Background: an optimization exercise with open tools, aiming at small area, a short achievable clock period and few clock cycles per item. Do not read the settings as production practice. Only simulation tests tie the RTL to the original design; equivalence was not proved. Power and IR drop assume default switching activity.

File: design/flow/standard.sh
#!/bin/bash
# synth_recipe.tcl (not shown) runs the flow's synth.tcl, then flattens the netlist and writes it again
# the make line also repeats each setting of config.mk as NAME=value (left out here)
make -C /OpenROAD-flow-scripts/flow DESIGN_CONFIG=/design/flow/config.mk WORK_HOME=/design/flow/orfs CLKGATE_MAP_FILE= SYNTH_SCRIPT=/design/flow/synth_recipe.tcl "${@:-finish}"
File: design/flow/config.mk
export PLATFORM = sky130hd
export DESIGN_NAME = motion_phase_classifier
export DESIGN_NICKNAME = motion_phase_classifier
export VERILOG_FILES = /design/flow/design.v
export SDC_FILE = /design/flow/constraint.sdc
export NUM_CORES = 4
export LEC_CHECK = 0
export CAP_MARGIN = 20
export CORE_MARGIN = 2
export CORE_UTILIZATION = 40
export CTS_BUF_LIST = sky130_fd_sc_hd__clkbuf_8
export CTS_CLUSTER_SIZE = 25
export SETUP_SLACK_MARGIN = 2.5
export SLEW_MARGIN = 20
File: design/flow/flow/run.sh
#!/bin/bash
# The standard layout, with every port buffered by a plain buffer cell
# (repair may still resize it) instead of the default delay-buffer choice.
set -e
export BUFFER_PORTS_ARGS="-buffer_cell sky130_fd_sc_hd__buf_1"
bash standard.sh > standard.log 2>&1
File: design/flow/constraint.sdc
create_clock -name core_clock -period 5.5 [get_ports {clock}]
set_input_delay 1.1000 -clock core_clock [delete_from_list [all_inputs] [get_ports {clock}]]
set_output_delay 1.1000 -clock core_clock [all_outputs]
set_load 0.01 [all_outputs]
File: design/flow/design.v
package mpc_pkg;
   localparam int SPEED_W  = 16;
   localparam int ABS_W    = SPEED_W + 1;
   localparam int LIMIT_W  = 15;
   localparam int HOLD_W   = 24;
   localparam int TIME_W   = 48;
   localparam int CSR_IDX_W  = 3;
   localparam int CSR_DATA_W = 24;
   localparam int QUEUE_DEPTH_DEFAULT = 2;
   localparam logic [HOLD_W-1:0] STATIONARY_HOLD_DEFAULT = 24'd200000;
   localparam logic [LIMIT_W-1:0] STAT_LIN_RESET   = 15'd20;
   localparam logic [LIMIT_W-1:0] STAT_ANG_RESET   = 15'd20;
   localparam logic [LIMIT_W-1:0] TURN_ENTER_RESET = 15'd200;
   localparam logic [LIMIT_W-1:0] TURN_EXIT_RESET  = 15'd100;
   localparam logic [LIMIT_W-1:0] ARC_ENTER_RESET  = 15'd100;
   localparam logic [LIMIT_W-1:0] ARC_EXIT_RESET   = 15'd50;
   localparam logic [HOLD_W-1:0]  ENTER_HOLD_RESET = 24'd100000;
   localparam logic [HOLD_W-1:0]  EXIT_HOLD_RESET  = 24'd200000;
   typedef enum logic [1:0] {
      PH_STRAIGHT   = 2'd0,
      PH_STATIONARY = 2'd1,
      PH_TURNING    = 2'd2,
      PH_ARC        = 2'd3
   } phase_type;
   typedef enum logic [CSR_IDX_W-1:0] {
      REG_STAT_LIN   = 3'd0,
      REG_STAT_ANG   = 3'd1,
      REG_TURN_ENTER = 3'd2,
      REG_TURN_EXIT  = 3'd3,
      REG_ARC_ENTER  = 3'd4,
      REG_ARC_EXIT   = 3'd5,
      REG_ENTER_HOLD = 3'd6,
      REG_EXIT_HOLD  = 3'd7
   } csr_index_type;
   typedef struct packed {
      logic              stationary;
      logic              turn_enter_hit;
      logic              turn_exit_hit;
      logic              arc_enter_hit;
      logic              arc_exit_hit;
      logic              discard;
      logic [TIME_W-1:0] sample_time;
   } sample_flags_type;
   typedef struct packed {
      logic [HOLD_W-1:0] enter_hold;
      logic [HOLD_W-1:0] exit_hold;
   } hold_cfg_type;
   typedef struct packed {
      phase_type phase;
      logic      pending;
   } result_type;
endpackage
module mpc_carry #(
   parameter int N = 2
) (
   input  logic [N-1:0] gen,
   input  logic [N-1:0] prop,
   input  logic         carry_in,
   output logic         carry_out
);
   localparam int LEVELS = $clog2(N);
   localparam int W      = 1 << LEVELS;
   logic [W-1:0] g, p;
   always_comb begin
      g = '0;
      p = '1;
      g[N-1:0] = gen;
      p[N-1:0] = prop;
      g[0] = gen[0] | (prop[0] & carry_in);
      for (int l = 0; l < LEVELS; l++) begin
         for (int j = 0; j < (W >> (l + 1)); j++) begin
            g[j] = g[2*j+1] | (p[2*j+1] & g[2*j]);
            p[j] = p[2*j+1] & p[2*j];
         end
      end
      carry_out = g[0];
   end
endmodule
import mpc_pkg::*;
module motion_phase_classifier #(
   parameter int                          QUEUE_DEPTH = mpc_pkg::QUEUE_DEPTH_DEFAULT,
   parameter logic [mpc_pkg::HOLD_W-1:0] STATIONARY_HOLD_US =
      mpc_pkg::STATIONARY_HOLD_DEFAULT
) (
   input  logic                                clock,
   input  logic                                reset,
   input  logic                                req_push,
   output logic                                req_full,
   input  logic signed [mpc_pkg::SPEED_W-1:0]  req_linear_speed,
   input  logic signed [mpc_pkg::SPEED_W-1:0]  req_angular_rate,
   input  logic [mpc_pkg::TIME_W-1:0]          req_sample_time,
   input  logic                                req_discard,
   output logic                                rsp_empty,
   input  logic                                rsp_pop,
   output logic [1:0]                          rsp_motion_phase,
   output logic                                rsp_switch_pending,
   input  logic                                csr_valid,
   output logic                                csr_ready,
   input  logic [mpc_pkg::CSR_IDX_W-1:0]       csr_index,
   input  logic [mpc_pkg::CSR_DATA_W-1:0]      csr_data
);
   logic [LIMIT_W-1:0] stat_lin_ff, stat_ang_ff;
   logic [LIMIT_W:0]   turn_enter_ff, turn_exit_ff, arc_enter_ff, arc_exit_ff;
   logic [HOLD_W-1:0]  enter_hold_ff, exit_hold_ff;
   logic [LIMIT_W:0]   limit_less;
   logic [1:0]        phase_ff, target, cand_target_ff;
   logic              cand_valid_ff, out_valid_ff;
   logic [TIME_W-1:0] cand_start_ff;
   logic [HOLD_W-1:0] hold;
   logic [LIMIT_W:0]   turn_thr, arc_thr;
   logic              lin_neg, ang_neg;
   logic              take, stale, held, clear, same, stat_phase, new_cand, adopt;
   logic              stationary, turn_hit, arc_hit;
   assign csr_ready = 1'b1;
   assign limit_less = {1'b0, csr_data[LIMIT_W-1:0]} - 1'b1;
   localparam logic [LIMIT_W:0] TURN_ENTER_LESS = {1'b0, TURN_ENTER_RESET} - 1'b1;
   localparam logic [LIMIT_W:0] TURN_EXIT_LESS  = {1'b0, TURN_EXIT_RESET} - 1'b1;
   localparam logic [LIMIT_W:0] ARC_ENTER_LESS  = {1'b0, ARC_ENTER_RESET} - 1'b1;
   localparam logic [LIMIT_W:0] ARC_EXIT_LESS   = {1'b0, ARC_EXIT_RESET} - 1'b1;
   logic [HOLD_W-1:0]  wd_lo, wd_hi;
   logic [LIMIT_W:0]   wl_lo, wl_hi;
   logic [7:0]         we;
   assign wd_lo = csr_data & {HOLD_W{!reset}};
   assign wd_hi = csr_data | {HOLD_W{reset}};
   assign wl_lo = limit_less & {(LIMIT_W+1){!reset}};
   assign wl_hi = limit_less | {(LIMIT_W+1){reset}};
   always_comb begin
      for (int k = 0; k < 8; k++) we[k] = reset || (csr_valid && (csr_index == 3'(k)));
   end
   function automatic logic [HOLD_W-1:0] pick_d(input logic [HOLD_W-1:0] rv);
      for (int k = 0; k < HOLD_W; k++) pick_d[k] = rv[k] ? wd_hi[k] : wd_lo[k];
   endfunction
   function automatic logic [LIMIT_W:0] pick_l(input logic [LIMIT_W:0] rv);
      for (int k = 0; k <= LIMIT_W; k++) pick_l[k] = rv[k] ? wl_hi[k] : wl_lo[k];
   endfunction
   always_ff @(posedge clock) begin
      if (we[0]) stat_lin_ff   <= LIMIT_W'(pick_d(HOLD_W'(STAT_LIN_RESET)));
      if (we[1]) stat_ang_ff   <= LIMIT_W'(pick_d(HOLD_W'(STAT_ANG_RESET)));
      if (we[2]) turn_enter_ff <= pick_l(TURN_ENTER_LESS);
      if (we[3]) turn_exit_ff  <= pick_l(TURN_EXIT_LESS);
      if (we[4]) arc_enter_ff  <= pick_l(ARC_ENTER_LESS);
      if (we[5]) arc_exit_ff   <= pick_l(ARC_EXIT_LESS);
      if (we[6]) enter_hold_ff <= pick_d(ENTER_HOLD_RESET);
      if (we[7]) exit_hold_ff  <= pick_d(EXIT_HOLD_RESET);
   end
   assign req_full = out_valid_ff && !rsp_pop;
   assign take     = req_push && !req_full;
   always_ff @(posedge clock) begin
      if (reset)          out_valid_ff <= 1'b0;
      else if (take)      out_valid_ff <= 1'b1;
      else if (rsp_pop)   out_valid_ff <= 1'b0;
   end
   assign rsp_empty          = !out_valid_ff;
   assign rsp_motion_phase   = phase_ff;
   assign rsp_switch_pending = cand_valid_ff;
   logic [LIMIT_W-1:0] lin_lo, ang_lo;
   logic lin_le_sl, ang_le_sa, ang_le_turn, lin_le_arc;
   logic [1:0] lin_sl_c, ang_sa_c, ang_turn_c, lin_arc_c;
   assign lin_neg = req_linear_speed[SPEED_W-1];
   assign ang_neg = req_angular_rate[SPEED_W-1];
   assign lin_lo  = req_linear_speed[LIMIT_W-1:0];
   assign ang_lo = req_angular_rate[LIMIT_W-1:0];
   mpc_carry #(.N(LIMIT_W + 1)) u_lin_sl_p (
      .gen ({1'b0, stat_lin_ff} & {1'b1, ~lin_lo}), .prop ({1'b0, stat_lin_ff} | {1'b1, ~lin_lo}),
      .carry_in (1'b1), .carry_out (lin_sl_c[0]));
   mpc_carry #(.N(LIMIT_W + 1)) u_lin_sl_n (
      .gen ({1'b0, stat_lin_ff} & {1'b1, lin_lo}), .prop ({1'b0, stat_lin_ff} | {1'b1, lin_lo}),
      .carry_in (1'b0), .carry_out (lin_sl_c[1]));
   mpc_carry #(.N(LIMIT_W + 1)) u_ang_sa_p (
      .gen ({1'b0, stat_ang_ff} & {1'b1, ~ang_lo}), .prop ({1'b0, stat_ang_ff} | {1'b1, ~ang_lo}),
      .carry_in (1'b1), .carry_out (ang_sa_c[0]));
   mpc_carry #(.N(LIMIT_W + 1)) u_ang_sa_n (
      .gen ({1'b0, stat_ang_ff} & {1'b1, ang_lo}), .prop ({1'b0, stat_ang_ff} | {1'b1, ang_lo}),
      .carry_in (1'b0), .carry_out (ang_sa_c[1]));
   mpc_carry #(.N(LIMIT_W + 1)) u_ang_turn_p (
      .gen (turn_thr & {1'b1, ~ang_lo}), .prop (turn_thr | {1'b1, ~ang_lo}),
      .carry_in (1'b1), .carry_out (ang_turn_c[0]));
   mpc_carry #(.N(LIMIT_W + 1)) u_ang_turn_n (
      .gen (turn_thr & {1'b1, ang_lo}), .prop (turn_thr | {1'b1, ang_lo}),
      .carry_in (1'b0), .carry_out (ang_turn_c[1]));
   mpc_carry #(.N(LIMIT_W + 1)) u_lin_arc_p (
      .gen (arc_thr & {1'b1, ~lin_lo}), .prop (arc_thr | {1'b1, ~lin_lo}),
      .carry_in (1'b1), .carry_out (lin_arc_c[0]));
   mpc_carry #(.N(LIMIT_W + 1)) u_lin_arc_n (
      .gen (arc_thr & {1'b1, lin_lo}), .prop (arc_thr | {1'b1, lin_lo}),
      .carry_in (1'b0), .carry_out (lin_arc_c[1]));
   assign lin_le_sl   = lin_neg ? lin_sl_c[1]   : lin_sl_c[0];
   assign ang_le_sa   = ang_neg ? ang_sa_c[1]   : ang_sa_c[0];
   assign ang_le_turn = ang_neg ? ang_turn_c[1] : ang_turn_c[0];
   assign lin_le_arc  = lin_neg ? lin_arc_c[1]  : lin_arc_c[0];
   assign turn_thr = phase_ff[1] ? turn_exit_ff : turn_enter_ff;
   assign arc_thr  = (phase_ff == PH_ARC) ? arc_exit_ff : arc_enter_ff;
   always_comb begin
      stationary = lin_le_sl && ang_le_sa;
      turn_hit   = turn_thr[LIMIT_W] || !ang_le_turn;
      arc_hit    = arc_thr[LIMIT_W]  || !lin_le_arc;
      if (stationary)    target = PH_STATIONARY;
      else if (turn_hit) target = arc_hit ? PH_ARC : PH_TURNING;
      else               target = PH_STRAIGHT;
   end
   localparam int LO_W = HOLD_W;
   logic [TIME_W-1:0] t_above, s_above;
   logic [LO_W-1:0]   lo_s, lo_k;
   logic [TIME_W:0]   held_g, held_p;
   logic              carry_top, t_after;
   assign hold    = (cand_target_ff == PH_STATIONARY) ? STATIONARY_HOLD_US :
                    (cand_target_ff == PH_STRAIGHT)   ? exit_hold_ff : enter_hold_ff;
   assign t_above = req_sample_time & ~cand_start_ff;
   assign s_above = ~req_sample_time & cand_start_ff;
   assign lo_s    = (req_sample_time[LO_W-1:0] ^ ~hold) ^ ~cand_start_ff[LO_W-1:0];
   assign lo_k    = (req_sample_time[LO_W-1:0] & ~cand_start_ff[LO_W-1:0]) |
                    (req_sample_time[LO_W-1:0] & ~hold) | (~cand_start_ff[LO_W-1:0] & ~hold);
   always_comb begin
      held_g[0] = lo_s[0];
      held_p[0] = 1'b1;
      for (int i = 1; i < LO_W; i++) begin
         held_g[i] = lo_s[i] & lo_k[i-1];
         held_p[i] = lo_s[i] | lo_k[i-1];
      end
      held_g[LO_W] = (t_above[LO_W] & lo_k[LO_W-1]) | (s_above[LO_W] & lo_k[LO_W-1]);
      held_p[LO_W] = t_above[LO_W] | (s_above[LO_W] | lo_k[LO_W-1]);
      for (int i = LO_W + 1; i < TIME_W; i++) begin
         held_g[i] = (t_above[i] & ~s_above[i-1]) | (s_above[i] & ~s_above[i-1]);
         held_p[i] = t_above[i] | (s_above[i] | ~s_above[i-1]);
      end
      held_g[TIME_W] = 1'b0;
      held_p[TIME_W] = ~s_above[TIME_W-1];
   end
   mpc_carry #(.N(TIME_W + 1)) u_held (
      .gen (held_g), .prop (held_p), .carry_in (1'b1), .carry_out (carry_top));
   mpc_carry #(.N(TIME_W)) u_stale (
      .gen (t_above), .prop (~s_above), .carry_in (1'b0), .carry_out (t_after));
   assign held  = carry_top;
   assign stale = cand_valid_ff && !t_after;
   assign clear      = req_discard || stale;
   assign same       = (target == phase_ff);
   assign stat_phase = (phase_ff == PH_STATIONARY);
   assign new_cand   = !cand_valid_ff || (cand_target_ff != target);
   assign adopt      = !same && (stat_phase || (!new_cand && held));
   always_ff @(posedge clock) begin
      if (reset) begin
         phase_ff      <= PH_STRAIGHT;
         cand_valid_ff <= 1'b0;
      end else if (take) begin
         phase_ff      <= clear ? PH_STRAIGHT : (adopt ? target : phase_ff);
         cand_valid_ff <= !clear && !same && !stat_phase && (new_cand || !held);
      end
   end
   always_ff @(posedge clock) begin
      if (take && new_cand) begin
         cand_target_ff <= target;
         cand_start_ff  <= req_sample_time;
      end
   end
endmodule
==> results.txt, run 1 <==
The global router's overall resource usage came out at 21.8%. The starting density of the core is 40.7%. Tracing the worst setup path back leads to its startpoint at cand_target_ff[1]. The synthesized design devotes to its leading area cell type 47.8% of total area. The DRC violations left is 0. The finished layout holds 1721 standard cells, fillers aside.

The proportion of register bits with asynchronous set or reset after synthesis came out at 0%. The final weighted congestion of routability-driven global placement came out at 0.880. The maximum count of clock buffers along a single path came out at 2. The ratio of routed vias to standard cells is 5.71. The source-to-sink clock delay at the later pin of the worst-skew pair came out at 490 ps. CTS saw 196 sinks. The most common cell in the synthesized netlist is sky130_fd_sc_hd__edfxtp_1. The number of DRC violations after detailed-routing iteration 0 is 707. The number of top-level design ports is 119. The total overflow left after global routing is 0. The critical path is of the reg2reg type.

Of the synthesized area, sequential elements account for 48.4%. The number of warnings reported in the yosys synthesis log came out at 4. The number of routed nets with antenna violations came out at 0.

The number of maximum-capacitance constraint violations came out at 0. The final worst clock skew is 22.8 ps. The total placed cells including tap cells came out at 1634. Input and output buffers added on the ports amount to 117. The cell sitting at the root of the clock tree is a sky130_fd_sc_hd__clkbuf_8. The portion of the clock cycle consumed by the worst path in the final layout came out at 65.0%. Of the cells placed in the final design, the portion with a size suffix greater than 1 is 15.7%. The total routed wirelength came out at 33900 um.

The type of element capturing the critical path is a register. In this run, CTS created clock tree buffers numbering 17. The distinct cell type count of the synthesized netlist came out at 83. The largest net degree at the start of global routing came out at 59. The gate count after technology mapping came out at 1157. Setup violations remaining at the end of the flow were counted as 0. The mapped netlist covers 12100 um2.

The leakage power of the design is 5.20 nW. The flip-flop and latch count after synthesis came out at 196. The repair_antennas step left the layout with diodes totalling 0. After legalization and detailed placement, the total HPWL measured 23700 um.

For the final routed database, the setup TNS stands at 0 ps. The horizontal die dimension is 178 um. The floorplan row count is 63. Setup repair after global routing could not meet its margin everywhere. The area of the die is 31600 um2. The highest clock frequency the design can meet is 280 MHz. After layout, the minimum clock period comes to 3570 ps. The maximum vdd ir drop is 0.167 mV.

The flow ran to the end and the layout has no timing, DRC or antenna violations. The hold violation total from the final report came out at 0. For this run, the leading register cell type out of synthesis is sky130_fd_sc_hd__edfxtp_1. The count of final max-slew check failures is 0. The via count is 9833. The clock-pin slew reported for the worst setup and hold paths after clock tree synthesis is 100 ps. The initial antenna violation count is 0. The arrival time reported for the critical path endpoint came out at 3940 ps. Sorting the synthesized cells by area gives the leading types as sky130_fd_sc_hd__edfxtp_1 48%, sky130_fd_sc_hd__fa_1 3.8%, sky130_fd_sc_hd__inv_1 3.0%, sky130_fd_sc_hd__nor2b_1 2.9%, sky130_fd_sc_hd__nand2_1 2.8%. The maximum fanout along the worst path is 7.

Data on the critical path is required at its endpoint by 5870 ps. For the pin with the worst max-slew slack, the measured transition is 811 ps. The number of synthesized flops with an enable pin came out at 192.

At the placement stage, the worst setup path has a slack of 1330 ps. TritonCTS built the clock tree. The minimum setup slack in the final design is 1930 ps. The first detailed-routing pass ran for 8 iterations.

The average wire length per cell after detail routing came out at 19.7 um. The overall power of the completed layout came out at 3.74 mW. The power density over the cells came out at 259 nW/um2.

The min-delay analysis places its worst path in the category reg2reg. Compared with the post-synthesis result, the final layout area differs by 19.6%. Measured against its own limit, the worst slew margin works out to 45.9%. The count of H-tree levels built during CTS came out at 4. The synthesized net count is 1294.

The hold-fix buffer count after cts came out at 0. The startpoint identified for the worst hold timing path is out_valid_ff. The worst setup path is launched from a register. The total core area came out at 29600 um2. The synthesized area per cell came out at 10.4 um2. The reg-to-reg startpoint is cand_target_ff[1]. Ranked by instance count, the synthesized netlist is headed by 192 x sky130_fd_sc_hd__edfxtp_1, 96 x sky130_fd_sc_hd__inv_1, 89 x sky130_fd_sc_hd__nand2_1, 89 x sky130_fd_sc_hd__nor2_1, 58 x sky130_fd_sc_hd__o21ai_0. The count of filler cells inserted in the layout came out at 2743. In the final design database the tool counted 1456 nets. The die is 178 um tall. The wire length of the first global-routing pass came out at 52200 um. The largest total area in the synthesized netlist belongs to sky130_fd_sc_hd__edfxtp_1.

The number of global-route vias before repair came to 9428.
==> critical path, cell delays in order (launching register included) <==
cell and delay (ps):
sky130_fd_sc_hd__edfxtp_1 490, sky130_fd_sc_hd__buf_12 190, sky130_fd_sc_hd__a22o_1 240, sky130_fd_sc_hd__fa_1 500, sky130_fd_sc_hd__a222oi_1 400, sky130_fd_sc_hd__o21ai_1 120, sky130_fd_sc_hd__o2111ai_1 100, sky130_fd_sc_hd__nand3_1 110
sky130_fd_sc_hd__a21oi_2 170, sky130_fd_sc_hd__or3_1 140, sky130_fd_sc_hd__or4b_4 460, sky130_fd_sc_hd__nand4b_1 110, sky130_fd_sc_hd__a32o_2 180, sky130_fd_sc_hd__a21oi_2 70, sky130_fd_sc_hd__a32o_1 200
==> power breakdown <==
group / switching, mW / internal, mW
sequential: 0.0967 / 1.79
clock: 0.550 / 0.325
combinational: 0.541 / 0.438
total: 1.19 / 2.55
==> per-layer routing <==
| layer | global-route usage (%) | wire length, um | vias up |
|---|---|---|---|
| met1 | 29.2 | 15200 | 4813 |
| met4 | 4.82 | 411 | 0 |
| met3 | 3.66 | 1790 | 26 |
| met2 | 37.2 | 16500 | 297 |
| met5 | 0 | 0 | - |
| li1 | - | - | 4697 |
==> cell families (layout without fill, tap and decap cells) <==
logic type | Yosys count | after routing | share of synthesized area (%)
AO/OA/AOI/OAI | 332 | 332 | 19.2
flip-flops | 196 | 196 | 48.4
XOR/XNOR | 26 | 26 | 1.89
AND/OR/NAND/NOR | 375 | 375 | 15.9
multiplexers | 39 | 39 | 3.49
buffers and inverters | 132 | 306 | 4.55
other | 1 | 1 | 0.0311
adder cells (fa/ha/maj) | 56 | 56 | 6.57
==> flip-flops by register name, summed over array words and instances, names as in the netlist <==
signal and count:
turn_exit_ff 16, out_valid_ff 1, stat_lin_ff 15, phase_ff 2
enter_hold_ff 24, arc_enter_ff 16, exit_hold_ff 24, cand_start_ff 48
cand_target_ff 2, stat_ang_ff 15, turn_enter_ff 16, arc_exit_ff 16
cand_valid_ff 1
==> cell type report <==
type | instances | area (um2) | share of cell area [%]
sequential | 196 | 5850 | 40.6
timing repair buffer | 179 | 1290 | 8.96
clock inverter | 14 | 119 | 0.824
tap | 390 | 488 | 3.38
multi-input combinational | 829 | 6080 | 42.2
clock buffer | 17 | 234 | 1.62
inverter | 96 | 360 | 2.50
==> placed cells by master (no fill, tap or decap), drive strengths merged, types with 11 or more instances in the layout <==
cell and instances:
buf 171, fa 23, nor2 89, a211oi 13, inv 105, o211ai 15
edfxtp 192, a22o 16, mux2i 26, xor2 15, nor4 13, a22oi 23
o21ai 62, nand2b 44, o22ai 26, or2 15, a21oi 57, nand2 90
nand3 16, maj3 32, mux2 13, a31oi 14, xnor2 11, nor2b 55
clkbuf 24
==> repair_timing <==
action,in CTS,in global routing
buffers inserted,37,10
gates resized for setup,91,29
endpoints found under the setup margin,59,62
gates cloned,9,0
pin swaps,34,16
==> worst paths after layout <==
kind / to / slack, ps / cells after the start
max reg2reg: cand_valid_ff / 1930 / 14
max: cand_valid_ff / 1930 / 14
min: out_valid_ff / 670 / 4
min reg2reg: out_valid_ff / 670 / 4
==> metrics by stage <==
step	instance area (um2)	utilization, %	hold WS (ps)
final	14400	48.7	672
after CTS	14200	47.9	674
after global placement	12900	43.6	592
after global routing	14400	48.7	732
after detailed placement	12900	43.6	596
after floorplan	12100	-	609
Testbench counts, summed over its fixed seeds: cycles 16,008, items 16,000.
==> run 2: changes to the inputs <==
--- a/design/flow/config.mk
+++ b/design/flow/config.mk
@@ -12,3 +12,3 @@
 export CTS_CLUSTER_SIZE = 25
-export SETUP_SLACK_MARGIN = 2.5
+export SETUP_SLACK_MARGIN = 2.0
 export SLEW_MARGIN = 20
==> run 2 against run 1 <==
  * Die area is the same
  * Worst hold slack gained 4.7 ps
  * Critical path type unchanged
  * Sequential power is essentially flat
  * Highest routed layer is now met5
==> results.txt, run 2 <==
The number of maximum-capacitance constraint violations came out at 0 (unchanged). The total routed wirelength is 33300 um (-1.5%). The placement-stage cell area was 12900 um2 (unchanged). The number of DRC violations after detailed-routing iteration 0 is 705 (-0.28%).

The worst setup path is launched from a register. The flow ran to the end and the layout has no timing, DRC or antenna violations. The flip-flop and latch count after synthesis is 196 (unchanged). The worst register-to-register path ends at phase_ff[1]. The count of H-tree levels built during CTS came out at 4 (unchanged). The pre-CTS worst setup slack is 1320 ps (-12.8 ps). The met3 track demand over resource is 3.38% (-0.28 points). The cell depth of the worst hold path was 1 (-3). The via count came out at 9690 (-1.5%). The register area share after synthesis came out at 48.4% (unchanged). The number of I/O port buffers came out at 117 (unchanged).

The number of sinks on the clock net came out at 196 (unchanged). The hold violation total from the final report is 0 (unchanged). The total grt overflow is 0 (unchanged). The die boundary height is 178 um (unchanged).

The tightest slew margin relative to the limit is 34.2% (-12 points). The arrival time reported for the critical path endpoint came to 3930 ps (about the same). The count of final max-slew check failures is 0 (unchanged). The gate count after technology mapping came out at 1157 (unchanged). The proportion of register bits with asynchronous set or reset after synthesis is 0% (unchanged). By startpoint and endpoint, the worst setup path is classified as reg2reg. The number of buffers inserted during clock tree synthesis is 17 (unchanged). The layout net count is 1434 (-1.5%).

The pin slew with the least headroom to its limit came out at 979 ps (+167 ps). The layer flagged by global routing as most heavily used is met2. Leaving out fill and tap cells, the most frequent cell in the layout is sky130_fd_sc_hd__edfxtp_1. The portion of the clock cycle consumed by the worst path in the final layout is 64.6% (-0.38 points).

The total core area came out at 29600 um2 (unchanged). The number of cells on the worst reg-to-reg path came to 14 (unchanged). The area share of the leading cell type in the synthesized netlist came out at 47.8% (unchanged). The combined area of all synthesized cells is 12100 um2 (unchanged). In the final layout, the registers with the most flip-flops are cand_start_ff (48), enter_hold_ff (24), exit_hold_ff (24).

The count of filler cells inserted in the layout is 2793 (+1.8%). The summed area of non-filler cells in the final layout came to 14100 um2 (-2.6%). The horizontal die dimension was 178 um (unchanged). The routing usage on met2 is 36.0% (-1.2 points).

The number of global-route vias before repair came out at 9092 (-3.6%). For this design, the slowest cell found on the critical path is sky130_fd_sc_hd__edfxtp_1. The maximum fanout along the worst path is 7 (unchanged). The maximum count of clock buffers along a single path is 2 (unchanged). Setup repair after global routing could not meet its margin everywhere. The type of element capturing the critical path is a register.

The internal reg-to-reg setup slack is 1950 ps (+20 ps). The final hold slack came to 677 ps (+4.70 ps). The final worst clock skew is 19.8 ps (-2.99 ps).

The most frequently used cell type in the post-synthesis netlist is sky130_fd_sc_hd__edfxtp_1. The met1 capacity usage during global routing is 28.1% (-1.2 points). The wire length of the first global-routing pass came out at 50600 um (-3.1%). The area growth from synthesis to layout is 16.4%.

The largest net degree at the start of global routing was 59 (unchanged). The starting density of the core came out at 40.7% (unchanged). The final weighted congestion of routability-driven global placement is 0.865 (-1.6%). The average wire length per cell after detail routing was 19.6 um (-0.31%). The required time reported for the critical path endpoint came to 5870 ps (about the same). The antenna diode instance count is 0 (unchanged).

The tree is rooted in a sky130_fd_sc_hd__clkbuf_8. The worst hold path belongs to the class reg2reg. The signal on the critical path passes through buf_12 -> buf_4 -> buf_6 -> a22o_1 -> fa_2 -> o211a_1 -> a21oi_1 -> a31oi_1 -> maj3_1 -> maj3_1 -> o2111ai_1 -> a32o_2 -> and3_4 -> o211ai_1. The minimum clock period is 3550 ps (-20.9 ps). The DRC violations left came out at 0 (unchanged). The number of top-level design ports came to 119 (unchanged). The initial antenna violation count came out at 1 (+1). The sum of negative setup slack is 0 ps (unchanged). The length of the first detailed-routing pass in iterations is 5 (-3). Yosys attributes the largest share of cell area to sky130_fd_sc_hd__edfxtp_1 48%, sky130_fd_sc_hd__fa_1 3.8%, sky130_fd_sc_hd__inv_1 3.0%, sky130_fd_sc_hd__nor2b_1 2.9%, sky130_fd_sc_hd__nand2_1 2.8%. In this run the worst setup path begins at cand_target_ff[1]. Counting instances in the post-synthesis netlist gives the leading cell types as 192 x sky130_fd_sc_hd__edfxtp_1, 96 x sky130_fd_sc_hd__inv_1, 89 x sky130_fd_sc_hd__nand2_1, 89 x sky130_fd_sc_hd__nor2_1, 58 x sky130_fd_sc_hd__o21ai_0. The post-layout utilization of the core came out at 47.4% (-1.3 points).

The distinct cell type count of the synthesized netlist came out at 83 (unchanged). The power density over the cells is 266 nW/um2 (+2.7%). The final setup violation count is 0 (unchanged).

The proportion of layout cells with a drive suffix above 1 is 13.0% (-2.7 points). The worst register-to-register path begins at cand_target_ff[1]. The flip-flop count of the largest register, all copies and words added was 48 (unchanged).

Summed over all instances, the cell type with the most area after synthesis is sky130_fd_sc_hd__edfxtp_1. The number of warnings reported in the yosys synthesis log is 4 (unchanged). The number of routed nets with antenna violations came to 0 (unchanged). The leakage power of the design came out at 5.05 nW (-2.8%). The library cells used most frequently in the layout, excluding fill and tap cells, are 192 x sky130_fd_sc_hd__edfxtp_1, 99 x sky130_fd_sc_hd__buf_1, 95 x sky130_fd_sc_hd__inv_1, 88 x sky130_fd_sc_hd__nand2_1, 87 x sky130_fd_sc_hd__nor2_1.

The highest clock frequency the design can meet is 281 MHz (+0.59%). The floorplan row count was 63 (unchanged). The endpoint of the worst setup timing path is phase_ff[1].

Counting flops per register, the top entry is cand_start_ff. The prevailing post-synth register cell is sky130_fd_sc_hd__edfxtp_1. The minimum setup slack in the final design came out at 1950 ps (+20.9 ps). The source-to-sink clock delay at the later pin of the worst-skew pair came to 500 ps (about the same). The global router's overall resource usage is 21.2% (-0.67 points). The area of the die is 31600 um2 (unchanged). The hold-fix buffer count after cts is 0 (unchanged). The clock-pin slew reported for the worst setup and hold paths after clock tree synthesis is 110 ps (about the same). The maximum vdd ir drop is 0.168 mV (+0.36%). The number of synthesized flops with an enable pin is 192 (unchanged). The synthesized area per cell came out at 10.4 um2 (unchanged). The longest individual stage delay on the worst path is 490 ps (about the same).

The ratio of routed vias to standard cells came out at 5.70 (-0.24%). The cell seen most often among critical-path stages is sky130_fd_sc_hd__maj3_1. The detailed placement HPWL came to 23800 um (+0.43%). The CTS tree is done.

The synthesized net count came out at 1294 (unchanged).
-- run 2: cell count changes in the layout (fill, tap and decap cells not counted), sizes merged --
cell and change:
clkinvlp -1, inv -1, clkbuf +11, and2 +1, buf -34, clkinv +3
-- run 2: power breakdown --
part	leakage, nW	internal, mW	total (mW)	switching, mW
Combinational	2.94	0.396	0.919	0.522
Sequential	1.91	1.79	1.88	0.0944
Clock	0.202	0.343	0.940	0.596
-- run 2: layer usage --
metal  wire, um  vias up
li1           -     4637
met1      14700     4732
met2      16100      286
met3       1840       33
met4        711        2
met5         13        -
-- run 2: how the worst min path moves through the flow --
| stage | from | to | slack, ps |
|---|---|---|---|
| finish | cand_valid_ff | cand_valid_ff | 680 |
| global route | cand_valid_ff | cand_valid_ff | 710 |
| CTS | out_valid_ff | out_valid_ff | 670 |
| detailed placement | out_valid_ff | out_valid_ff | 640 |
| global placement | out_valid_ff | out_valid_ff | 630 |
| floorplan | cand_valid_ff | cand_valid_ff | 610 |
-- run 2: layout make-up --
| cell class | instances | area (um2) | area share, % |
|---|---|---|---|
| flip-flops and latches | 196 | 5850 | 41.6 |
| repair buffers | 156 | 980 | 6.97 |
| clock inverters | 15 | 163 | 1.16 |
| inverters | 96 | 360 | 2.56 |
| well taps | 390 | 488 | 3.47 |
| clock buffers | 17 | 234 | 1.66 |
| multi-input cells | 830 | 5980 | 42.5 |
-- run 2: what timing repair did --
item	in CTS	in global routing
setup buffers	18	7
pin swaps	22	12
endpoints found under the setup margin	53	53
endpoints found under the hold margin	0	0
gates resized for setup	35	43
cloned	5	4
-- run 2: worst max-delay path: cells and delay by family, from the launching register on --
family                     cells  cell delay [ps]
buffers and inverters          3              470
AOI/OAI and AO/OA              7             1170
DFF                            1              490
adders and majority gates      3             1120
and+or+nand+nor                1              190
-- run 2: cell families after synthesis --
group / count (synthesis) / share of synthesized area, %
simple gates: 375 / 15.9
compound gates: 332 / 19.2
flops: 196 / 48.4
buf+inv: 132 / 4.55
fa+ha+maj: 56 / 6.57
mux: 39 / 3.49
xor+xnor: 26 / 1.89
other cells: 1 / 0.0311
-- run 2: through the flow --
| stage | std cells | power (mW) |
|---|---|---|
| finish | 1700 | 3.74 |
| detailed placement | 1634 | 2.71 |
| global placement | 1634 | 2.70 |
| CTS | 1689 | 3.73 |
| floorplan | 1157 | 2.45 |
| global route | 1700 | 3.93 |
==> run 3: changes to the inputs <==
--- a/design/flow/config.mk
+++ b/design/flow/config.mk
@@ -10,4 +10,2 @@
 export CORE_UTILIZATION = 40
-export CTS_BUF_LIST = sky130_fd_sc_hd__clkbuf_8
-export CTS_CLUSTER_SIZE = 25
 export SETUP_SLACK_MARGIN = 2.0
==> run 3 against run 2 <==
  * Non-clock buffer count increased by 1
  * Total power up 8.2%
  * Register-to-register slack improved by 30 ps
  * Design area increased by 1.4%
  * Die area unchanged
  * Via count is essentially flat
  * Worst hold slack worse by 13 ps
  * Sequential power hardly changed
  * Count of clock-buffer cells in the layout is the same
  * Critical path type unchanged
  * Sequential cell count did not move
==> results.txt, run 3 <==
The flow ran to the end and the layout has no timing, DRC or antenna violations. Leaving out fill and tap cells, the most frequent cell in the layout is sky130_fd_sc_hd__edfxtp_1. The prevailing post-synth register cell is sky130_fd_sc_hd__edfxtp_1. Ranked by flip-flop count, first place goes to cand_start_ff. The DRC violations left came to 0 (unchanged). The number of cells on the worst reg-to-reg path is 14 (unchanged).

The total core area came to 29600 um2 (unchanged). The longest individual stage delay on the worst path was 480 ps (about the same). The maximum fanout along the worst path is 7 (unchanged). The number of DRC violations after detailed-routing iteration 0 came out at 707 (+0.28%). The number of sinks on the clock net came out at 196 (unchanged).

The switching part of the total was 31.0% (-1.4 points). The hold violation total from the final report is 0 (unchanged). Setup repair after global routing could not meet its margin everywhere.

The proportion of register bits with asynchronous set or reset after synthesis was 0% (unchanged). The source of the worst hold timing path is out_valid_ff. The count of final max-slew check failures is 0 (unchanged). The worst hold path belongs to the class reg2reg. The minimum clock period is 3520 ps (-31.1 ps). The gate count after technology mapping was 1157 (unchanged). The proportion of power drawn by the clock network is 30.8% (+5.7 points). The number of buffers inserted during clock tree synthesis is 17 (unchanged). The number of top-level design ports was 119 (unchanged).

Yosys attributes the largest share of cell area to sky130_fd_sc_hd__edfxtp_1 48%, sky130_fd_sc_hd__fa_1 3.8%, sky130_fd_sc_hd__inv_1 3.0%, sky130_fd_sc_hd__nor2b_1 2.9%, sky130_fd_sc_hd__nand2_1 2.8%. The critical-path cell with the highest stage delay is sky130_fd_sc_hd__edfxtp_1. The number of synthesized flops with an enable pin is 192 (unchanged). The area of the die is 31600 um2 (unchanged).

The starting density of the core is 40.7% (unchanged). The total routed wirelength was 33500 um (+0.53%). The distinct cell type count of the synthesized netlist is 83 (unchanged). The pin slew with the least headroom to its limit is 922 ps (-56.5 ps).

The number of routed nets with antenna violations came to 0 (unchanged). The portion of the clock cycle consumed by the worst path in the final layout came to 64.0% (-0.57 points). STA classifies the critical path endpoint as a register.

The area share of the leading cell type in the synthesized netlist is 47.8% (unchanged). The power density over the cells is 284 nW/um2 (+6.7%). The overall power of the completed layout came out at 4.05 mW (+8.2%). The count of H-tree levels built during CTS is 4 (unchanged).

The flip-flop and latch count after synthesis is 196 (unchanged). In the final layout, the registers with the most flip-flops are cand_start_ff (48), enter_hold_ff (24), exit_hold_ff (24). The wire length of the first global-routing pass is 50500 um (-0.16%).

The hold-fix buffer count after cts is 0 (unchanged). The cell depth of the worst hold path came to 4 (+3). The final setup violation count was 0 (unchanged). The final weighted congestion of routability-driven global placement came to 0.865 (unchanged).

The maximum count of clock buffers along a single path is 2 (unchanged). The required time reported for the critical path endpoint came out at 5830 ps (-40 ps). The growth of design area from synthesis to finish is 18.1%. The number of warnings reported in the yosys synthesis log came out at 4 (unchanged). TritonCTS built the clock tree.

The layout net count is 1435 (+0.070%). The leakage power of the design came out at 5.13 nW (+1.6%). The arrival time reported for the critical path endpoint came out at 3850 ps (-80 ps). The proportion of layout cells with a drive suffix above 1 is 13.3% (+0.37 points). The length of the first detailed-routing pass in iterations came out at 5 (unchanged). The number of maximum-capacitance constraint violations is 0 (unchanged). The proportion of power drawn by combinational gates is 22.6% (-2.0 points).

The global router's overall resource usage is 21.2% (+0.036 points). The final worst clock skew is 15.8 ps (-3.99 ps). The floorplan row count came to 63 (unchanged).

The total grt overflow is 0 (unchanged). The average wire length per cell after detail routing was 19.7 um (+0.47%). The startpoint identified for the worst register-to-register timing path is cand_target_ff[1].

The register area share after synthesis is 48.4% (unchanged). The worst setup path is launched from a register. The cell accounting for the most synthesized area is sky130_fd_sc_hd__edfxtp_1. The largest net degree at the start of global routing came out at 59 (unchanged). The detailed placement HPWL came out at 23800 um (unchanged). The tightest slew margin relative to the limit came to 38.0% (+3.8 points). By count the netlist is led by 192 x sky130_fd_sc_hd__edfxtp_1, 96 x sky130_fd_sc_hd__inv_1, 89 x sky130_fd_sc_hd__nand2_1, 89 x sky130_fd_sc_hd__nor2_1, 58 x sky130_fd_sc_hd__o21ai_0. The source-to-sink clock delay at the later pin of the worst-skew pair came to 460 ps (-40 ps). The flip-flop count of the largest register, all copies and words added came out at 48 (unchanged). The horizontal die dimension is 178 um (unchanged). In this run the critical register-to-register path is captured at phase_ff[1].

The number of global-route vias before repair was 9146 (+0.59%). Leaving out fill and tap cells, the most frequent cells in the layout are 192 x sky130_fd_sc_hd__edfxtp_1, 98 x sky130_fd_sc_hd__buf_1, 95 x sky130_fd_sc_hd__inv_1, 88 x sky130_fd_sc_hd__nand2_1, 87 x sky130_fd_sc_hd__nor2_1. The footprint of the multi-input gates came out at 5970 um2 (about the same). Clock tree synthesis selected as its root buffer the cell sky130_fd_sc_hd__clkbuf_16. The sum of negative setup slack came out at 0 ps (unchanged).

The final hold slack came to 664 ps (-12.6 ps). By instance count, the leading cell after synthesis is sky130_fd_sc_hd__edfxtp_1. The count of filler cells inserted in the layout came to 2781 (-0.43%). The hold-critical path endpoint is out_valid_ff. The synthesized net count came out at 1294 (unchanged). The sequential share of power is 46.6% (-3.7 points). The highest clock frequency the design can meet came out at 284 MHz (+0.88%). The ratio of routed vias to standard cells was 5.70 (about the same). The combined area of all synthesized cells came to 12100 um2 (unchanged). The initial antenna violation count came out at 0 (-1). The switching power came out at 1.25 mW (+3.3%).

The internal power summed over all cells is 2.79 mW (+10%). By instance count, the cell type seen most on the critical path is sky130_fd_sc_hd__maj3_1. The internal reg-to-reg setup slack came to 1980 ps (+30 ps). The antenna diode instance count is 0 (unchanged). The via count came to 9689 (-0.010%). The maximum vdd ir drop came out at 0.252 mV (+50%). The die boundary height came out at 178 um (unchanged). The footprint of the flip-flops and latches is 5850 um2 (unchanged). The clock-pin slew reported for the worst setup and hold paths after clock tree synthesis is 80 ps (-30 ps). Traced cell by cell, the critical path runs through buf_12 -> buf_4 -> buf_6 -> a22o_1 -> fa_2 -> o211a_1 -> a21oi_1 -> a31oi_1 -> maj3_1 -> maj3_1 -> o2111ai_2 -> a32o_2 -> and3_4 -> o211ai_1.

The number of I/O port buffers is 117 (unchanged). The critical path is of the reg2reg type. The synthesized area per cell came to 10.4 um2 (unchanged).
-- run 3: how the worst max path moves through the flow --
stage / from / endpoint / slack (ps) / depth (start not counted)
finish: cand_target_ff[1] / phase_ff[1] / 1980 / 14
global route: cand_target_ff[1] / phase_ff[1] / 1730 / 14
CTS: cand_target_ff[1] / phase_ff[1] / 1950 / 14
detailed placement: req_sample_time[17] / cand_valid_ff / 1320 / 14
global placement: req_sample_time[17] / cand_valid_ff / 1390 / 14
floorplan: req_linear_speed[6] / cand_start_ff[0] / 1480 / 10
-- run 3: worst max-delay path: cells and delay by family, from the launching register on --
kind	cells	cell delay (ps)
flip-flops	1	480
AND/OR/NAND/NOR	1	190
buffers and inverters	3	490
AO/OA/AOI/OAI	7	1130
adder cells (fa/ha/maj)	3	1130
-- run 3: power groups by stage --
| stage | Clock, mW | Combinational [mW] | Sequential, mW |
|---|---|---|---|
| after global routing | 1.32 | 1.01 | 1.90 |
| after floorplan | 0 | 0.573 | 1.88 |
| after global placement | 0 | 0.797 | 1.91 |
| after CTS | 1.27 | 0.887 | 1.88 |
| after detailed placement | 0 | 0.806 | 1.91 |
| final | 1.25 | 0.916 | 1.88 |
-- run 3: repair_timing --
item / CTS / global route
resized for setup: 33 / 42
setup endpoints to repair: 53 / 53
cloned: 4 / 4
pin swaps: 19 / 11
buffers inserted: 10 / 17
-- run 3: logic make-up after synthesis --
family | Yosys count | synth area share (%)
adders and majority gates | 56 | 6.57
xor gates and xnor gates | 26 | 1.89
AOI/OAI and AO/OA | 332 | 19.2
muxes | 39 | 3.49
DFF | 196 | 48.4
buffers and inverters | 132 | 4.55
other | 1 | 0.0311
and+or+nand+nor | 375 | 15.9
-- run 3: metal layers --
metal	up-vias	wire, um	global-route usage, %
li1	4643	-	-
met1	4685	14500	27.6
met2	321	15900	35.4
met3	40	2180	4.22
met4	0	929	7.00
met5	-	0	0
-- run 3: cell type report --
| class | count | share of cell area (%) |
|---|---|---|
| Multi-Input combinational cell | 830 | 41.9 |
| Timing Repair Buffer | 157 | 6.92 |
| Clock buffer | 17 | 2.99 |
| Inverter | 96 | 2.53 |
| Tap cell | 390 | 3.42 |
| Clock inverter | 15 | 1.14 |
| Sequential cell | 196 | 41.1 |
-- run 3: through the flow --
stage	setup slack [ps]	util, %	std cells	cell area, um2
final	1980	48.1	1701	14200
after global routing	1730	48.1	1701	14200
after CTS	1950	46.8	1680	13900
after detailed placement	1320	43.6	1634	12900
after global placement	1390	43.6	1634	12900
after floorplan	1480	-	1157	12100
==> run 4: changes to the inputs <==
--- a/design/flow/config.mk
+++ b/design/flow/config.mk
@@ -10,3 +10,3 @@
 export CORE_UTILIZATION = 40
-export SETUP_SLACK_MARGIN = 2.0
+export SETUP_SLACK_MARGIN = 1.5
 export SLEW_MARGIN = 20
==> run 4 against run 3 <==
  * Still clean
  * First-iteration DRC count is 14% higher
  * Global-route usage is 1.1 points lower
  * Synthesized cell count stayed put
  * Utilization is 2.3 points lower
  * Synthesized area stayed put
  * Final cell count is 2.0% lower
  * Critical path type unchanged
  * Largest cell class is now registers
  * Largest power group unchanged
==> results.txt, run 4 <==
The longest individual stage delay on the worst path came to 580 ps (+100 ps). The maximum fanout along the worst path came out at 34 (+27). The count of H-tree levels built during CTS is 4 (unchanged). The cell type group with the largest total delay on the critical path is compound AO/OA/AOI/OAI gates. The flip-flop and latch count after synthesis came out at 196 (unchanged). The source-to-sink clock delay at the later pin of the worst-skew pair came to 440 ps (-20 ps). The synthesized net count is 1294 (unchanged). The area share of fa/ha/maj cells after synthesis is 6.57% (unchanged). The final worst clock skew was 16.3 ps (+0.555 ps).

The register area share after synthesis was 48.4% (unchanged). The total core area is 29600 um2 (unchanged). The worst register-to-register path ends at cand_valid_ff. The tree is rooted in a sky130_fd_sc_hd__clkbuf_16. The total routed wirelength came to 31600 um (-5.9%).

Summed over all instances, the cell type with the most area after synthesis is sky130_fd_sc_hd__edfxtp_1. The minimum clock period is 3770 ps (+250 ps). The proportion of register bits with asynchronous set or reset after synthesis came out at 0% (unchanged). The area of the die is 31600 um2 (unchanged). The horizontal die dimension is 178 um (unchanged). The number of maximum-capacitance constraint violations came to 0 (unchanged). The library cell used most frequently in the layout, excluding fill and tap cells, is sky130_fd_sc_hd__edfxtp_1.

STA classifies the critical path startpoint as a register. The largest net degree at the start of global routing came to 59 (unchanged). The classification of the worst setup path is reg2reg. The largest registers in the layout are cand_start_ff (48), enter_hold_ff (24), exit_hold_ff (24). The leakage power of the design came out at 4.80 nW (-6.4%). The starting density of the core is 40.7% (unchanged). The portion of the clock cycle consumed by the worst path in the final layout came out at 68.6% (+4.6 points). The number of warnings reported in the yosys synthesis log is 4 (unchanged). The power density over the cells is 291 nW/um2 (+2.4%). The number of DRC violations after detailed-routing iteration 0 came to 805 (+14%). Among all stages on the critical path, the largest delay is contributed by sky130_fd_sc_hd__or4b_2. STA classifies the critical path endpoint as a register.

The number of buffers inserted during clock tree synthesis came out at 17 (unchanged). The overall power of the completed layout is 3.95 mW (-2.4%). The via count came out at 9423 (-2.7%). The maximum vdd ir drop is 0.281 mV (+11%).

The share of the synthesized area in compound gates (AO/OA/AOI/OAI) came out at 19.2% (unchanged). The global router's overall resource usage is 20.1% (-1.1 points). Setup repair after global routing left no endpoint under its margin. The gate count after technology mapping was 1157 (unchanged). The highest clock frequency the design can meet is 265 MHz (-6.6%). The buffering stage count on the worst path with inverters included is 1 (-2). The total grt overflow is 0 (unchanged). The number of global-route vias before repair is 8835 (-3.4%). The kind of path behind the tightest hold check is reg2reg. The die boundary height came out at 178 um (unchanged). The initial antenna violation count is 0 (unchanged).

The final setup violation count is 0 (unchanged). The flip-flop count of the largest register, all copies and words added came out at 48 (unchanged). The signal on the critical path passes through buf_6 -> a22o_1 -> fa_1 -> a222oi_1 -> o21ai_0 -> o2111ai_1 -> nand3_1 -> a21oi_1 -> or3_1 -> or4b_2 -> nand4b_1 -> a32o_1 -> a21oi_1 -> a32o_1. The arrival time reported for the critical path endpoint was 4110 ps (+260 ps). The distinct cell type count of the synthesized netlist is 83 (unchanged).

The growth of design area from synthesis to finish is 12.5%. The combined area of all synthesized cells is 12100 um2 (unchanged). The reg-to-reg startpoint is cand_target_ff[1]. The maximum count of clock buffers along a single path is 2 (unchanged). TritonCTS built the clock tree. cand_start_ff holds more flip-flops than any other register. The tightest slew margin relative to the limit is 36.2% (-1.7 points). The count of final max-slew check failures is 0 (unchanged). The post-layout utilization of the core came out at 45.8% (-2.3 points).

The pin slew with the least headroom to its limit came to 943 ps (+20.9 ps). The wire length of the first global-routing pass is 48600 um (-3.9%). By area the synthesized netlist is led by sky130_fd_sc_hd__edfxtp_1 48%, sky130_fd_sc_hd__fa_1 3.8%, sky130_fd_sc_hd__inv_1 3.0%, sky130_fd_sc_hd__nor2b_1 2.9%, sky130_fd_sc_hd__nand2_1 2.8%. The synthesized area per cell came to 10.4 um2 (unchanged). The DRC violations left is 0 (unchanged). The sum of negative setup slack was 0 ps (unchanged). The multiplexer share of the synthesized area came to 3.49% (unchanged). The hold-critical path endpoint is cand_valid_ff. By count the netlist is led by 192 x sky130_fd_sc_hd__edfxtp_1, 96 x sky130_fd_sc_hd__inv_1, 89 x sky130_fd_sc_hd__nand2_1, 89 x sky130_fd_sc_hd__nor2_1, 58 x sky130_fd_sc_hd__o21ai_0. The internal reg-to-reg setup slack came out at 1730 ps (-250 ps).

The clock-pin slew reported for the worst setup and hold paths after clock tree synthesis is 80 ps (about the same). The detailed placement HPWL is 23700 um (-0.53%). By area, the combinational part of the netlist is dominated by compound AO/OA/AOI/OAI gates.

The source of the worst hold timing path is cand_valid_ff. The number of sinks on the clock net is 196 (unchanged). The number of routed nets with antenna violations came out at 0 (unchanged).

The cell depth of the worst hold path came to 1 (-3). The average wire length per cell after detail routing is 18.9 um (-3.9%). The proportion of layout cells with a drive suffix above 1 came out at 7.91% (-5.4 points). The library cells used most frequently in the layout, excluding fill and tap cells, are 192 x sky130_fd_sc_hd__edfxtp_1, 116 x sky130_fd_sc_hd__buf_1, 96 x sky130_fd_sc_hd__inv_1, 88 x sky130_fd_sc_hd__nand2_1, 87 x sky130_fd_sc_hd__nor2_1. The run finished with no timing, DRC or antenna violations.

In the synthesized netlist the dominant register cell turns out to be sky130_fd_sc_hd__edfxtp_1. The required time reported for the critical path endpoint came out at 5840 ps (about the same). The final weighted congestion of routability-driven global placement is 0.879 (+1.6%).

The length of the first detailed-routing pass in iterations came to 5 (unchanged). The number of cells on the worst reg-to-reg path is 14 (unchanged). The ratio of routed vias to standard cells came out at 5.65 (-0.76%).

The area share of the leading cell type in the synthesized netlist is 47.8% (unchanged). The xor/xnor cell area share of the yosys netlist came out at 1.89% (unchanged). The number of I/O port buffers came out at 117 (unchanged).

The antenna diode instance count came to 0 (unchanged). The number of top-level design ports is 119 (unchanged). The most frequently used cell type in the post-synthesis netlist is sky130_fd_sc_hd__edfxtp_1. The hold violation total from the final report is 0 (unchanged). The number of synthesized flops with an enable pin is 192 (unchanged).

The layout net count is 1402 (-2.3%). The floorplan row count was 63 (unchanged). The simple-gate share of the synthesized area came to 15.9% (unchanged).
[run 4: worst max-delay path by stage]
stage,startpoint,end,slack (ps),cells past startpoint
after floorplan,req_linear_speed[6],cand_start_ff[0],1480,10
final,cand_target_ff[1],cand_valid_ff,1730,14
after global routing,cand_target_ff[1],cand_valid_ff,1500,14
after detailed placement,req_sample_time[18],cand_valid_ff,1280,14
after global placement,req_angular_rate[7],cand_start_ff[26],1360,11
after CTS,phase_ff[1],cand_start_ff[2],1540,11
[run 4: cells by family after synthesis]
kind of cell | count (synthesis)
AOI/OAI and AO/OA | 332
xor gates and xnor gates | 26
adders and majority gates | 56
buffers and inverters | 132
DFF | 196
muxes | 39
other | 1
and+or+nand+nor | 375
[run 4: stage by stage]
| stage | hold slack, ps | setup slack [ps] | instances | area [um2] |
|---|---|---|---|---|
| 2_1_floorplan | 609 | 1480 | 1157 | 12100 |
| 3_3_place_gp | 646 | 1360 | 1634 | 12900 |
| 3_5_place_dp | 669 | 1280 | 1634 | 12900 |
| 4_1_cts | 683 | 1540 | 1665 | 13500 |
| 5_1_grt | 715 | 1500 | 1667 | 13600 |
| 6_report | 686 | 1730 | 1667 | 13600 |
[run 4: final cells by class]
type,count,area (um2)
Tap cell,390,488
Multi-Input combinational cell,829,5770
Timing Repair Buffer,125,524
Inverter,96,360
Fill cell,2879,16100
Clock inverter,14,165
Sequential cell,196,5850
Clock buffer,17,425
[run 4: what timing repair did]
action,4_1_cts,5_1_grt
hold buffers,0,0
gates resized for setup,2,10
setup endpoints to repair,49,53
pin swaps,0,1
setup buffers,0,2
[run 4: power breakdown]
group          internal (mW)  switching [mW]  total [mW]
sequential              1.79          0.0869        1.88
clock                  0.611           0.642        1.25
combinational          0.329           0.490       0.819
total                   2.73            1.22        3.95
[run 4: layer usage]
layer | track usage, % | wire length (um)
met1 | 29.9 | 15000
met2 | 29.4 | 13600
met3 | 3.51 | 2170
met4 | 7.21 | 693
met5 | 0 | 0
==> run 5: changes to the inputs <==
--- a/design/flow/config.mk
+++ b/design/flow/config.mk
@@ -7,2 +7,3 @@
 export LEC_CHECK = 0
+export ABC_AREA = 1
 export CAP_MARGIN = 20
@@ -10,3 +11,3 @@
 export CORE_UTILIZATION = 40
-export SETUP_SLACK_MARGIN = 1.5
+export SETUP_SLACK_MARGIN = 2.5
 export SLEW_MARGIN = 20
==> run 5 against run 4 <==
  * Still clean on timing, DRC and antenna
  * Non-clock buffer count is 31 higher
  * Register-to-register slack better by 620 ps
  * Combinational power is 9.5% higher
  * Clock power is 6% higher
  * Worst setup slack better by 620 ps
  * Die area is 2.5% lower
  * Via count is 5.6% higher
  * Sequential share of layout area is 1.2 points lower
  * Synthesized area is 2.5% lower
  * Sequential cell count stayed put
  * Worst hold slack worse by 140 ps
  * Largest cell class unchanged
  * Highest routed layer is now met5
==> results.txt, run 5 <==
The final weighted congestion of routability-driven global placement is 0.858 (-2.3%). The minimum clock period came out at 3160 ps (-616 ps). The post-layout utilization of the core came out at 48.4% (+2.6 points).

The simple-gate share of the synthesized area came out at 26.8% (+11 points). The overall power of the completed layout came out at 4.07 mW (+3.2%). The gate count after technology mapping came out at 1451 (+25%). The multiplexer share of the synthesized area is 0.0851% (-3.4 points).

The count of H-tree levels built during CTS was 4 (unchanged). Summed over all instances, the cell type with the most area after synthesis is sky130_fd_sc_hd__edfxtp_1. The switching part of the total came out at 29.5% (-1.4 points). The longest individual stage delay on the worst path came out at 560 ps (-20 ps).

The total grt overflow is 0 (unchanged). The worst setup path is launched from a register. The library cells used most frequently in the layout, excluding fill and tap cells, are 423 x sky130_fd_sc_hd__nand2_1, 202 x sky130_fd_sc_hd__inv_1, 192 x sky130_fd_sc_hd__edfxtp_1, 146 x sky130_fd_sc_hd__nor2_1, 110 x sky130_fd_sc_hd__nand3_1. The critical path goes through buf_12 -> nor2_4 -> buf_6 -> buf_4 -> a22oi_2 -> fa_1 -> nor2_2 -> a21oi_2 -> o211a_1 -> nand3_1 -> nand2_1 -> nand2_1 -> nand2_1 -> nand2_1 -> nand2_2 -> nand2_2 -> nand2_2 -> nand4_1 -> nand2_2 -> nand4_1 -> a21oi_2.

The worst setup path is of the reg2reg kind. The number of buffers inserted during clock tree synthesis is 17 (unchanged). The largest registers in the layout are cand_start_ff (48), enter_hold_ff (24), exit_hold_ff (24). The worst setup path is captured at a register.

The number of global-route vias before repair came out at 9439 (+6.8%). The xor/xnor cell area share of the yosys netlist came out at 0.596% (-1.3 points). The source-to-sink clock delay at the later pin of the worst-skew pair is 440 ps (about the same). The area of the die is 30800 um2 (-2.5%). The proportion of register bits with asynchronous set or reset after synthesis is 0% (unchanged).

The final hold slack came out at 542 ps (-144 ps). The power density over the cells is 292 nW/um2 (+0.26%). The minimum setup slack in the final design came out at 2340 ps (+616 ps). For this design, the slowest cell found on the critical path is sky130_fd_sc_hd__fa_1. The die boundary height came out at 175 um (-1.2%). The distinct cell type count of the synthesized netlist is 51 (-39%). The starting density of the core came out at 40.8% (+0.044 points). The maximum fanout along the worst path is 6 (-82%). The growth of design area from synthesis to finish is 18.8%. The DRC violations left was 0 (unchanged). The number of DRC violations after detailed-routing iteration 0 is 657 (-18%). The synthesized net count is 1588 (+23%). The floorplan row count is 62 (-1.6%). The number of I/O port buffers came out at 117 (unchanged).

The number of warnings reported in the yosys synthesis log is 4 (unchanged). The largest net degree at the start of global routing came out at 45 (-24%). The clock-pin slew reported for the worst setup and hold paths after clock tree synthesis came to 80 ps (about the same). The wire length of the first global-routing pass came out at 47800 um (-1.6%). The combinational family with the most area after synthesis is simple AND/OR/NAND/NOR gates. The proportion of layout cells with a drive suffix above 1 came out at 11.1% (+3.2 points). The synthesized area per cell is 8.11 um2 (-22%). The number of routed nets with antenna violations was 0 (unchanged).

The pin slew with the least headroom to its limit came out at 1100 ps (+161 ps). The ratio of routed vias to standard cells is 4.96 (-12%). The tightest slew margin relative to the limit is 26.4% (-9.8 points). In this design, the largest share of critical-path delay is due to simple AND/OR/NAND/NOR gates. The global router's overall resource usage came out at 19.7% (-0.43 points). The sequential share of power was 45.3% (-2.2 points).

The number of top-level design ports was 119 (unchanged). The switching power was 1.20 mW (-1.5%). The number of standard cells in the final layout excluding fillers came out at 2006 (+20%). The maximum vdd ir drop came to 0.206 mV (-27%). The buffer cell driving the clock tree root is sky130_fd_sc_hd__clkbuf_16. The proportion of power drawn by combinational gates is 22.0% (+1.3 points). The run finished with no timing, DRC or antenna violations. The buffering stage count on the worst path with inverters included came to 3 (+2).

The flip-flop and latch count after synthesis is 196 (unchanged). The placement-stage cell area is 12800 um2 (-0.52%). The count of filler cells inserted in the layout came out at 2801 (-2.7%).

The highest clock frequency the design can meet was 317 MHz (+20%). By count the netlist is led by 443 x sky130_fd_sc_hd__nand2_1, 215 x sky130_fd_sc_hd__inv_1, 192 x sky130_fd_sc_hd__edfxtp_1. The total placed cells including tap cells came out at 1947 (+19%). The final setup violation count is 0 (unchanged). The prevailing post-synth register cell is sky130_fd_sc_hd__edfxtp_1. The required time reported for the critical path endpoint came out at 5870 ps (+30 ps).

The internal power summed over all cells was 2.87 mW (+5.3%). The total core area came out at 28900 um2 (-2.6%). The area share of fa/ha/maj cells after synthesis came out at 4.11% (-2.5 points). The leakage power of the design is 6.20 nW (+29%).

The total routed wirelength is 30200 um (-4.3%). The layout net count came to 1745 (+24%). The area share of the leading cell type in the synthesized netlist came out at 49.0% (+1.2 points). The average wire length per cell after detail routing is 15.1 um (-20%). The number of maximum-capacitance constraint violations came out at 0 (unchanged). The hold-fix buffer count after cts is 0 (unchanged).

The footprint of the multi-input gates is 5260 um2 (-8.9%). The initial antenna violation count came out at 2 (+2). Yosys instantiated no cell more often than sky130_fd_sc_hd__nand2_1. The min-delay analysis places its worst path in the category reg2reg. The length of the first detailed-routing pass in iterations is 5 (unchanged). The hold violation total from the final report is 0 (unchanged). The number of synthesized flops with an enable pin is 192 (unchanged). The combined area of all synthesized cells came out at 11800 um2 (-2.5%). TritonCTS built the clock tree. The sum of negative setup slack came to 0 ps (unchanged). The commonest non-fill, non-tap cell in the layout is sky130_fd_sc_hd__nand2_1.

The arrival time reported for the critical path endpoint is 3520 ps (-590 ps). The detailed placement HPWL came out at 22700 um (-4.3%). The share of the synthesized area in compound gates (AO/OA/AOI/OAI) came to 10.9% (-8.3 points). The count of final max-slew check failures came out at 0 (unchanged). The number of sinks on the clock net came out at 196 (unchanged).

The footprint of the flip-flops and latches is 5850 um2 (about the same). The summed area of non-filler cells in the final layout is 14000 um2 (+2.9%). The register area share after synthesis is 49.7% (+1.3 points). The pre-CTS worst setup slack came to 1440 ps (+163 ps). In the post-synthesis netlist, the biggest area contributors are sky130_fd_sc_hd__edfxtp_1 49%, sky130_fd_sc_hd__nand2_1 14%, sky130_fd_sc_hd__inv_1 6.9%, sky130_fd_sc_hd__nand3_1 5.0%, sky130_fd_sc_hd__nor2_1 4.8%. The final worst clock skew is 20.9 ps (+4.53 ps). The maximum count of clock buffers along a single path is 2 (unchanged). The portion of the clock cycle consumed by the worst path in the final layout is 57.4% (-11 points). The flip-flop count of the largest register, all copies and words added came out at 48 (unchanged). The proportion of power drawn by the clock network is 32.7% (+1.0 points). The register name with the most flops is cand_start_ff. Setup repair after global routing could not meet its margin everywhere. The horizontal die dimension is 175 um (-1.2%).

The via count came out at 9948 (+5.6%).
-- run 5: cell types whose count changed after synthesis, sizes merged, moves of 13 or more --
cell | previous run | this run
nor2 | 89 | 149
a22oi | 23 | 7
nand3 | 16 | 118
nand2b | 44 | 1
nand2 | 90 | 446
mux2 | 13 | 0
a21oi | 57 | 75
inv | 96 | 219
maj3 | 32 | 1
mux2i | 26 | 1
nor2b | 55 | 0
clkbuf | 24 | 10
-- run 5: final cells by class --
| class | count | share of cell area [%] |
|---|---|---|
| antenna | 1 | 0.0179 |
| clock buffer | 17 | 3.04 |
| clock inverter | 15 | 1.49 |
| inverter | 221 | 6.05 |
| multi-input combinational | 1016 | 37.6 |
| sequential | 196 | 41.8 |
| tap | 384 | 3.44 |
| timing repair buffer | 156 | 6.51 |
-- run 5: worst min-delay path: stages, from the launching register on --
cell and delay [ps]:
sky130_fd_sc_hd__dfxtp_1 360, sky130_fd_sc_hd__nand2_1 80, sky130_fd_sc_hd__a21oi_1 50
-- run 5: final timing paths --
| kind | from | to | slack (ps) | cells after the start |
|---|---|---|---|---|
| max | cand_target_ff[1] | phase_ff[0] | 2340 | 21 |
| min | cand_valid_ff | cand_valid_ff | 540 | 2 |
| max reg2reg | cand_target_ff[1] | phase_ff[0] | 2340 | 21 |
| min reg2reg | cand_valid_ff | cand_valid_ff | 540 | 2 |
-- run 5: what timing repair did --
action	in CTS	in global routing
setup buffers	9	12
endpoints found under the setup margin	53	73
resized for setup	26	45
pin swaps	18	18
gates cloned	1	3
endpoints found under the hold margin	0	0
-- run 5: power groups by stage --
| stage | logic, mW | clock network (mW) | registers, mW |
|---|---|---|---|
| 3_5_place_dp | 0.802 | 0 | 1.88 |
| 6_report | 0.897 | 1.33 | 1.84 |
| 5_1_grt | 1.02 | 1.41 | 1.86 |
| 4_1_cts | 0.853 | 1.36 | 1.84 |
| 3_3_place_gp | 0.790 | 0 | 1.87 |
| 2_1_floorplan | 0.570 | 0 | 1.86 |
-- run 5: logic make-up (layout without fill, tap and decap cells) --
logic type,after synthesis,after routing
and+or+nand+nor,767,767
buffers and inverters,239,409
AOI/OAI and AO/OA,214,214
DFF,196,196
adders and majority gates,25,25
xor gates and xnor gates,8,8
other,1,2
muxes,1,1
-- run 5: per-layer routing --
layer / vias up / global-route usage, % / routed length (um)
met5: - / 0 / 13
met4: 2 / 4.92 / 503
met3: 34 / 3.16 / 1250
met2: 209 / 32.4 / 14000
met1: 4559 / 27.3 / 14500
li1: 5144 / - / -

[static timing again, ports no longer ideal]
Ports are ideal in the flow. The routed layouts listed here were re-timed in OpenROAD. Step 1 assumes that a clkbuf_16 drives the clock port and a buf_2 every other input. Step 2 times the ports against the registers' clock, not the clock port: input delays grow and output delays shrink by t, the midpoint of the rising clock arrivals with the driver on. Slacks: ideal / step 1 / step 2; pairs: ideal / step 1.
run | t, ns | setup WS [ns] | clock arrival spread, ns | worst register clock-pin slew, ns | worst data-port slew with drivers (ns)
run 1 | 0.524 | 1.926 / 1.926 / 1.473 | 0.024 / 0.023 | 0.11 / 0.11 | 0.07
run 2 | 0.535 | 1.947 / 1.947 / 1.460 | 0.022 / 0.022 | 0.12 / 0.12 | 0.07
run 3 | 0.500 | 1.978 / 1.978 / 1.558 | 0.016 / 0.016 | 0.08 / 0.08 | 0.09
run 4 | 0.490 | 1.728 / 1.728 / 1.265 | 0.019 / 0.019 | 0.09 / 0.09 | 0.07
run 5 | 0.478 | 2.344 / 2.344 / 2.022 | 0.021 / 0.021 | 0.08 / 0.08 | 0.08
After both steps every run listed still meets setup and hold. The setup slack of run 2, which loses most, moves by 0.000 ns with the drivers and by -0.487 ns with both steps.
